From an optimization exercise on the open Yosys and OpenROAD flow, aimed at small area, a short achievable clock period and few clock cycles; shortcuts taken in it are not production practice. Function was checked by simulation only, so behaviour that the tests miss may differ from the original. Power figures rest on the tool's default switching activity, not on a simulated workload.

== v12 ==
==> flow/design.v (excerpt) <==
module ex_stage_md #(
  parameter int DATA_W = 32,
  parameter int REG_AW = 5,
  parameter int OP_W   = 5
) (
  input  logic              clk,
  input  logic              reset,
  input  logic              in_valid,
  input  logic [OP_W-1:0]   in_op,
  input  logic [DATA_W-1:0] in_rs_data,
  input  logic [DATA_W-1:0] in_rt_data,
  input  logic [DATA_W-1:0] in_imm,
  input  logic [4:0]        in_shamt,
  input  logic              in_use_imm,
  input  logic              in_use_shamt,
  input  logic [REG_AW-1:0] in_rs,
  input  logic [REG_AW-1:0] in_rt,
  input  logic [REG_AW-1:0] in_rd,
  input  logic              in_dst_rd,
  input  logic              in_wr,
  input  logic              flush,
  input  logic [DATA_W-1:0] fwd_mem_data,
  input  logic [DATA_W-1:0] fwd_wb_data,
  input  logic [1:0]        fwd_sel_a,
  input  logic [1:0]        fwd_sel_b,
  output logic              ex_stall,
  output logic              out_valid,
  output logic [DATA_W-1:0] out_result,
  output logic [DATA_W-1:0] out_store_data,
  output logic [REG_AW-1:0] out_dst,
  output logic [REG_AW-1:0] out_rs,
  ...
For scale: roughly 0.032 mm² of cells after synthesis.
make LEC_CHECK=0 CAP_MARGIN=20 CORE_MARGIN=2 CORE_UTILIZATION=40 SETUP_SLACK_MARGIN=3.0 SLEW_MARGIN=20 SYNTH_HIERARCHICAL=1 finish   # period 9.0 ns
run.sh (not shown) runs the stock make flow with config.mk's settings and CLKGATE_MAP_FILE= SYNTH_SCRIPT=/design/flow/synth_recipe.tcl, a recipe that flattens the netlist after the stock synthesis.
Testbench counts of v12, summed over its fixed seeds: cycles 13,221.
Relative to v12, the following input files were edited for v54:
==> flow/flow/run.sh (new file) <==
#!/bin/bash
# The standard layout (the standard.sh, unchanged synthesis), with
# sky130_fd_sc_hd__buf_1 as the buffer that placement puts on every
# input and output port instead of the cell buffer_ports picks itself.
set -euo pipefail
export BUFFER_PORTS_ARGS="-buffer_cell sky130_fd_sc_hd__buf_1"
bash standard.sh > standard.log 2>&1
==> flow/standard.sh (new file) <==
#!/bin/bash
# synth_recipe.tcl (not shown) runs the flow's synth.tcl, then flattens the netlist and writes it again
# the make line also repeats each setting of config.mk as NAME=value (left out here)
make -C /OpenROAD-flow-scripts/flow DESIGN_CONFIG=/design/flow/config.mk WORK_HOME=/design/flow/orfs CLKGATE_MAP_FILE= SYNTH_SCRIPT=/design/flow/synth_recipe.tcl "${@:-finish}"
removed: flow/run.sh
--- outcome ---
Share of final layout cell area taken by clock buffers and inverters across v54 and v12: no real change. v54: register-to-register setup slack 0.05 ns above v12. v54 does better than v12 on worst setup margin. Looking at final cell area excluding filler cells across both flows, v54 is the stronger of the two, with v12 trailing. Delta (v54 minus v12): routed wire length dropped 7400 µm, wire length of the first global-routing pass dropped 4.0%.
diff inputs: v54 => v16
Settings: CORE_UTILIZATION: 40 -> 75.
==> flow/flow/run.sh <==
#!/bin/bash
# The standard layout (the standard.sh, unchanged synthesis), with
# sky130_fd_sc_hd__buf_2 as the buffer that placement puts on every
# input and output port instead of the cell buffer_ports picks itself.
set -euo pipefail
export BUFFER_PORTS_ARGS="-buffer_cell sky130_fd_sc_hd__buf_2"
bash standard.sh > standard.log 2>&1
Findings:
- v16 did not finish: a tool error stopped it during 5_1_grt.
- CTS buffer count: v16 vs v54 down 4
- In terms of synthesized-area fraction occupied by ao, oa, aoi and oai cells, v54 and v16 differ only marginally.
- Diff v54 -> v16: worst setup timing slack at the placement stage up 0.079 ns, standard cell area after detailed placement has decreased.

## amber
The RTL this note starts from:
==> flow/design.v <==
module ex_stage_md #(
  parameter int DATA_W = 32,
  parameter int REG_AW = 5,
  parameter int OP_W   = 5
) (
  input  logic              clk,
  input  logic              reset,
  input  logic              in_valid,
  input  logic [OP_W-1:0]   in_op,
  input  logic [DATA_W-1:0] in_rs_data,
  input  logic [DATA_W-1:0] in_rt_data,
  input  logic [DATA_W-1:0] in_imm,
  input  logic [4:0]        in_shamt,
  input  logic              in_use_imm,
  input  logic              in_use_shamt,
  input  logic [REG_AW-1:0] in_rs,
  input  logic [REG_AW-1:0] in_rt,
  input  logic [REG_AW-1:0] in_rd,
  input  logic              in_dst_rd,
  input  logic              in_wr,
  input  logic              flush,
  input  logic [DATA_W-1:0] fwd_mem_data,
  input  logic [DATA_W-1:0] fwd_wb_data,
  input  logic [1:0]        fwd_sel_a,
  input  logic [1:0]        fwd_sel_b,
  output logic              ex_stall,
  output logic              out_valid,
  output logic [DATA_W-1:0] out_result,
  output logic [DATA_W-1:0] out_store_data,
  output logic [REG_AW-1:0] out_dst,
  output logic [REG_AW-1:0] out_rs,
  output logic [REG_AW-1:0] out_rt
);
  logic        in_md;
  logic        in_dst_ok;
  assign in_md     = in_op[4:2] == 3'b011;
  assign in_dst_ok = in_wr & (in_op < 5'd12 || in_op == 5'd16 || in_op == 5'd17);
  logic        q_valid;
  logic [4:0]  q_op;
  logic [31:0] q_a;       
  logic        q_a_sh;    
  logic [31:0] q_rt;
  logic [31:0] q_imm;
  logic        q_use_imm;
  logic [4:0]  q_rs;
  logic [4:0]  q_rtn;
  logic [4:0]  q_dst;
  logic        stall;
  logic        busy;
  always_ff @(posedge clk or negedge reset) begin
    if (!reset) begin
      q_valid <= 1'b0;
    end else if (flush) begin
      q_valid <= 1'b0;
    end else if (!stall) begin
      q_valid <= in_valid;
    end
  end
  always_ff @(posedge clk) begin
    if (!stall) begin
      q_op   <= in_op;
      q_a    <= (in_use_shamt & ~in_md) ? {27'b0, in_shamt} : in_rs_data;
      q_a_sh <= in_use_shamt & ~in_md;
      q_rt   <= in_rt_data;
      q_rs   <= in_rs;
      q_rtn  <= in_rt;
      q_dst  <= in_dst_ok ? (in_dst_rd ? in_rd : in_rt) : 5'd0;
    end
    q_imm     <= in_imm;
    q_use_imm <= in_use_imm;
  end
  logic [31:0] a;
  logic [31:0] bf;
  logic [31:0] b;
  always_comb begin
    if (q_a_sh || !(fwd_sel_a == 2'b10 || fwd_sel_a == 2'b01)) a = q_a;
    else if (fwd_sel_a[1]) a = fwd_mem_data;
    else a = fwd_wb_data;
    unique case (fwd_sel_b)
      2'b10:   bf = fwd_mem_data;
      2'b01:   bf = fwd_wb_data;
      default: bf = q_rt;
    endcase
    b = q_use_imm ? q_imm : bf;
  end
  logic [4:0] op;
  assign op = q_op;
  logic        op_sub;
  logic        op_slt;
  logic        op_sltu;
  logic        op_and;
  logic        op_or;
  logic        op_xor;
  logic        op_nor;
  logic        op_sll;
  logic        op_srl;
  logic        op_sra;
  logic        op_lui;
  logic        op_mfhi;
  logic        op_mflo;
  logic        op_add;
  assign op_sub  = op == 5'd1;
  assign op_and  = op == 5'd2;
  assign op_or   = op == 5'd3;
  assign op_xor  = op == 5'd4;
  assign op_nor  = op == 5'd5;
  assign op_slt  = op == 5'd6;
  assign op_sltu = op == 5'd7;
  assign op_sll  = op == 5'd8;
  assign op_srl  = op == 5'd9;
  assign op_sra  = op == 5'd10;
  assign op_lui  = op == 5'd11;
  assign op_mfhi = op == 5'd16;
  assign op_mflo = op == 5'd17;
  assign op_add  = ~(op_sub | op_and | op_or | op_xor | op_nor | op_slt |
                     op_sltu | op_sll | op_srl | op_sra | op_lui |
                     op_mfhi | op_mflo);
  logic        do_sub;
  logic [32:0] addsub;
  logic        lt_s;
  logic        lt_u;
  assign do_sub = op_sub | op_slt | op_sltu;
  assign addsub = {1'b0, a} + {1'b0, b ^ {32{do_sub}}} + {32'b0, do_sub};
  assign lt_u   = ~addsub[32];
  assign lt_s   = (a[31] ^ b[31]) ? a[31] : addsub[31];
  logic [31:0] sh_in;
  logic [31:0] sh_out;
  logic [31:0] sh_rev;
  always_comb begin
    for (int i = 0; i < 32; i++) sh_in[i] = op_sll ? a[31-i] : a[i];
  end
  assign sh_out = 32'($signed({op_sra & a[31], sh_in}) >>> b[4:0]);
  always_comb begin
    for (int i = 0; i < 32; i++) sh_rev[i] = sh_out[31-i];
  end
  logic [31:0] hi;
  logic [31:0] lo;
  logic [31:0] res;
  always_comb begin
    res = ({32{op_add | op_sub}} & addsub[31:0])
        | ({32{op_and}} & (a & b))
        | ({32{op_or}}  & (a | b))
        | ({32{op_xor}} & (a ^ b))
        | ({32{op_nor}} & ~(a | b))
        | ({32{op_srl | op_sra}} & sh_out)
        | ({32{op_sll}} & sh_rev)
        | ({32{op_lui}} & {b[15:0], 16'b0})
        | ({32{op_mfhi}} & hi)
        | ({32{op_mflo}} & lo);
    res[0] = res[0] | (op_slt & lt_s) | (op_sltu & lt_u);
  end
  logic is_md;
  logic is_grp;
  logic issue;
  assign is_md  = op[4:2] == 3'b011;
  assign is_grp = is_md | op_mfhi | op_mflo;
  assign stall  = q_valid & is_grp & busy;
  assign issue  = q_valid & is_md & ~busy;
  assign ex_stall       = stall;
  assign out_valid      = q_valid & ~stall;
  assign out_result     = res;
  assign out_store_data = bf;
  assign out_rs         = q_rs;
  assign out_rt         = q_rtn;
  assign out_dst        = q_dst;
  localparam logic [1:0] PH_PREP = 2'd0;
  localparam logic [1:0] PH_STEP = 2'd1;
  localparam logic [1:0] PH_FIX  = 2'd2;
  logic [1:0]  ph;
  logic        f_div;
  logic        f_negq;    
  logic        f_negr;    
  logic        f_uc;      
  logic [3:0]  cnt;
  logic [2:0]  hx;        
  logic [32:0] m;         
  logic        lprev;     
  logic        i_sgn;
  logic        i_div;
  assign i_sgn = ~op[0];
  assign i_div = op[1];
  function automatic logic [35:0] booth(input logic [2:0] d,
                                        input logic [32:0] mm);
    logic        neg;
    logic        one;
    logic        two;
    logic [34:0] y;
    logic [35:0] r;
    neg = d[2] & ~(d[1] & d[0]);
    one = d[1] ^ d[0];
    two = (d[2] & ~d[1] & ~d[0]) | (~d[2] & d[1] & d[0]);
    y = ({35{one}} & {mm[32], mm[32], mm}) |
        ({35{two}} & {mm[32], mm, 1'b0});
    r = {neg, y ^ {35{neg}}};
    booth = r;
  endfunction
  logic [2:0]  d1;
  logic [2:0]  d2;
  logic [35:0] p1;
  logic [35:0] p2;
  logic [34:0] x1;
  logic [34:0] s1;
  logic [34:0] x2;
  logic [34:0] s2;
  always_comb begin
    d1 = {lo[1:0], lprev};
    d2 = lo[3:1];
    if (f_div) begin
      d1 = 3'b100;    
      d2 = 3'b101;    
    end else if (ph == PH_FIX) begin
      d1 = 3'b001;    
    end
    p1 = booth(d1, m);
    p2 = booth(d2, m);
    x1 = {hx, hi};
    s1 = x1 + p1[34:0] + {34'b0, p1[35]};
    if (f_div) x2 = s1[34] ? x1 : s1;
    else       x2 = {{2{s1[34]}}, s1[34:2]};
    s2 = x2 + p2[34:0] + {34'b0, p2[35]};
  end
  logic [31:0] neg_hi;
  logic [31:0] neg_lo;
  logic [31:0] mag_a;
  logic [31:0] mag_b;
  logic [5:0]  nb_a;
  logic [5:0]  nb_b;
  logic [6:0]  sdiff;
  logic [31:0] m_al;
  assign neg_hi = -hi;
  assign neg_lo = -lo;
  assign mag_a  = f_negr ? neg_hi : hi;
  assign mag_b  = (f_negq ^ f_negr) ? neg_lo : lo;
  always_comb begin
    nb_a = 6'd0;
    nb_b = 6'd0;
    for (int i = 0; i < 32; i++) begin
      if (mag_a[i]) nb_a = 6'(i + 1);
      if (mag_b[i]) nb_b = 6'(i + 1);
    end
  end
  assign sdiff = {1'b0, nb_a} - {1'b0, nb_b};
  assign m_al  = mag_b << {sdiff[4:1], 1'b0};
  logic last;
  assign last = cnt == 4'd0;
  always_ff @(posedge clk or negedge reset) begin
    if (!reset) begin
      busy <= 1'b0;
      hi   <= '0;
      lo   <= '0;
    end else if (!busy) begin
      if (issue) begin
        busy <= 1'b1;
        hi   <= a;
        lo   <= bf;
        if (!i_div) hi <= '0;
      end
    end else begin
      unique case (ph)
        PH_PREP: begin
          if (lo == '0) begin
            lo   <= '1;
            busy <= 1'b0;
          end else if (sdiff[6]) begin
            lo   <= '0;
            busy <= 1'b0;
          end else begin
            hi <= mag_a;
            lo <= '0;
          end
        end
        PH_STEP: begin
          if (f_div) begin
            hi <= s2[34] ? x2[31:0] : s2[31:0];
            lo <= {lo[29:0], ~s1[34], ~s2[34]};
          end else begin
            hi <= s2[33:2];
            lo <= {s2[1:0], s1[1:0], lo[31:4]};
          end
          if (last && !(f_div ? (f_negq | f_negr) : f_uc)) busy <= 1'b0;
        end
        default: begin
          if (f_div) begin
            if (f_negr) hi <= neg_hi;
            if (f_negq) lo <= neg_lo;
          end else begin
            hi <= s1[31:0];
          end
          busy <= 1'b0;
        end
      endcase
    end
  end
  always_ff @(posedge clk) begin
    if (!busy) begin
      if (issue) begin
        ph     <= i_div ? PH_PREP : PH_STEP;
        f_div  <= i_div;
        f_negr <= i_sgn & a[31];
        f_negq <= i_sgn & (a[31] ^ bf[31]);
        f_uc   <= ~i_sgn & bf[31];
        m      <= {i_sgn & a[31], a};
        hx     <= '0;
        lprev  <= 1'b0;
        cnt    <= 4'd7;
      end
    end else begin
      unique case (ph)
        PH_PREP: begin
          ph  <= PH_STEP;
          m   <= {1'b0, m_al};
          cnt <= sdiff[4:1];
          hx  <= '0;
        end
        PH_STEP: begin
          if (f_div) begin
            m <= {2'b0, m[32:2]};
          end else begin
            hx    <= {s2[34], s2[34], s2[34]};
            lprev <= lo[3];
          end
          cnt <= cnt - 4'd1;
          if (last) ph <= PH_FIX;
        end
        default: ;
      endcase
    end
  end
endmodule
Settings: LEC_CHECK=0, CAP_MARGIN=20, CORE_MARGIN=2, CORE_UTILIZATION=40, SETUP_SLACK_MARGIN=2, SLEW_MARGIN=20; clock period 9.0 ns.
Stock flow here: none of the scripts above is used.
Per the final summary, amber finished and its layout is clean on timing, DRC and antenna.
Testbench counts of amber, summed over its fixed seeds: cycles 12,154.
#### Input delta (tundra over amber)
- SETUP_SLACK_MARGIN no longer set, was 2
### Flow results
Per the comparison of tundra with amber, cell count lost about 1.5%; wire length of the first global-routing pass lost about 1.8%. tundra against amber: share of cell area taken by multi-input logic gates held steady, non-clock buffer instance count of the final layout shrank by about 13%. Of the two values seen for slowest stage cell on the critical path, sky130_fd_sc_hd__or4b_2 was produced by tundra and sky130_fd_sc_hd__or4b_4 by amber.

## oak
RTL: one of the versions met above, not the one the previous note started from.
For scale: roughly 3900 cells after synthesis, ~240 flip-flops, roughly 280 I/O pins, about 32000 um^2 of cells after synthesis.
clock: 9.0 ns
lec_check: 0
cap_margin: 20
core_margin: 2
core_utilization: 40
cts_cluster_size: 30
setup_slack_margin: 3.0
slew_margin: 20
synth_hierarchical: 1
standard.sh (not shown) runs the stock make flow with config.mk's settings and CLKGATE_MAP_FILE= SYNTH_SCRIPT=/design/flow/synth_recipe.tcl, a recipe that flattens the netlist after the stock synthesis.
==> flow/flow/run.sh <==
#!/bin/bash
# The standard layout (the standard.sh, unchanged synthesis), with
# sky130_fd_sc_hd__buf_2 as the buffer that placement puts on every
# input and output port instead of the cell buffer_ports picks itself.
set -euo pipefail
export BUFFER_PORTS_ARGS="-buffer_cell sky130_fd_sc_hd__buf_2"
bash standard.sh > standard.log 2>&1
Testbench counts of oak, summed over its fixed seeds: cycles 13,221.
#### Input delta (pine over oak)
Settings: CAP_MARGIN now 30, was 20; CTS_CLUSTER_SIZE no longer set, was 30; SLEW_MARGIN now 30, was 20; CORE_UTILIZATION now 50, was 40.
### Flow results
- Relative to oak, utilization of the core after routing has gone up in pine.
- Diff oak -> pine | met1 global-route usage | increase of 7.1 points
- pine vs oak — clock skew dropped 0.012 ns.
- As far as flip-flop and latch count after synthesis goes, oak and pine are indistinguishable; the numbers are identical.
- Wire length, pine and oak: smaller value in pine
- The global-route wire length before repair of pine was superior to that of oak.
- Going from oak to pine, the fraction of power spent switching nets was found to have gone up by 0.26 points.
- The number of violations reported at the end of detailed-routing iteration 0 number comes out higher for pine vs oak.
- oak -> pine: total power flat
- Summary of pine over oak: via count of the first global-routing pass moved up, met1 wire length decreased by 5.4 mm relative to the old numbers.
diff inputs: pine => birch
Settings: changing CAP_MARGIN from 30 to 20; changing SLEW_MARGIN from 30 to 20; changing CORE_UTILIZATION from 50 to 40.
- Register fraction of the total cell area across birch and pine: no real change.
- pine has a lower area added between synthesis and finish than birch.
- Shortest clock period the worst path allows after layout ends up lower on birch.
- Between pine and birch, final estimated routing congestion in global placement decreased.
- In birch the share of total power in combinational logic turned out 0.3 points lower than in pine.
- Comparing birch and pine, the lower number of global-route vias before repair is on birch.
- Total power density per cell area, birch and pine, lower one = birch.

separate check: timing with driven ports:
How much do the figures lean on ideal ports? The routed layouts below were timed once more, with nothing changed but the port constraints.
Step 1 assumes that a clkbuf_16 drives the clock port and a buf_2 every other input.
Step 2, shift: input delay + t, output delay - t, t = (earliest + latest rising clock arrival at the registers) / 2. This alone moves slack from input paths to output paths.
Three values: no drivers, after step 1, after step 2; two values: the first two.
| run | t, ns | setup WS [ns] | hold WS [ns] | clock arrival spread, ns | worst slew at a driven data input, ns |
|---|---|---|---|---|---|
| v12 | 0.700 | 2.776 / 2.707 / 2.833 | 0.594 / 0.594 / 0.594 | 0.039 / 0.039 | 0.06 |
| v54 | 0.689 | 2.863 / 2.791 / 2.880 | 0.623 / 0.623 / 0.623 | 0.036 / 0.036 | 0.12 |
| amber | 0.678 | 1.133 / 1.067 / 1.067 | 0.667 / 0.667 / 0.667 | 0.027 / 0.027 | 0.10 |
| tundra | 0.671 | 0.312 / 0.287 / 0.287 | 0.657 / 0.657 / 0.657 | 0.048 / 0.048 | 0.07 |
| oak | 0.678 | 2.884 / 2.811 / 2.861 | 0.595 / 0.595 / 0.595 | 0.029 / 0.030 | 0.07 |
| pine | 0.670 | 2.832 / 2.767 / 2.815 | 0.586 / 0.586 / 0.586 | 0.020 / 0.020 | 0.08 |
| birch | 0.678 | 2.884 / 2.811 / 2.861 | 0.595 / 0.595 / 0.595 | 0.029 / 0.030 | 0.07 |
After both steps setup and hold are still met in every run listed. For amber, which loses most, drivers alone change the setup slack by -0.066 ns; drivers and shift together by -0.066 ns.
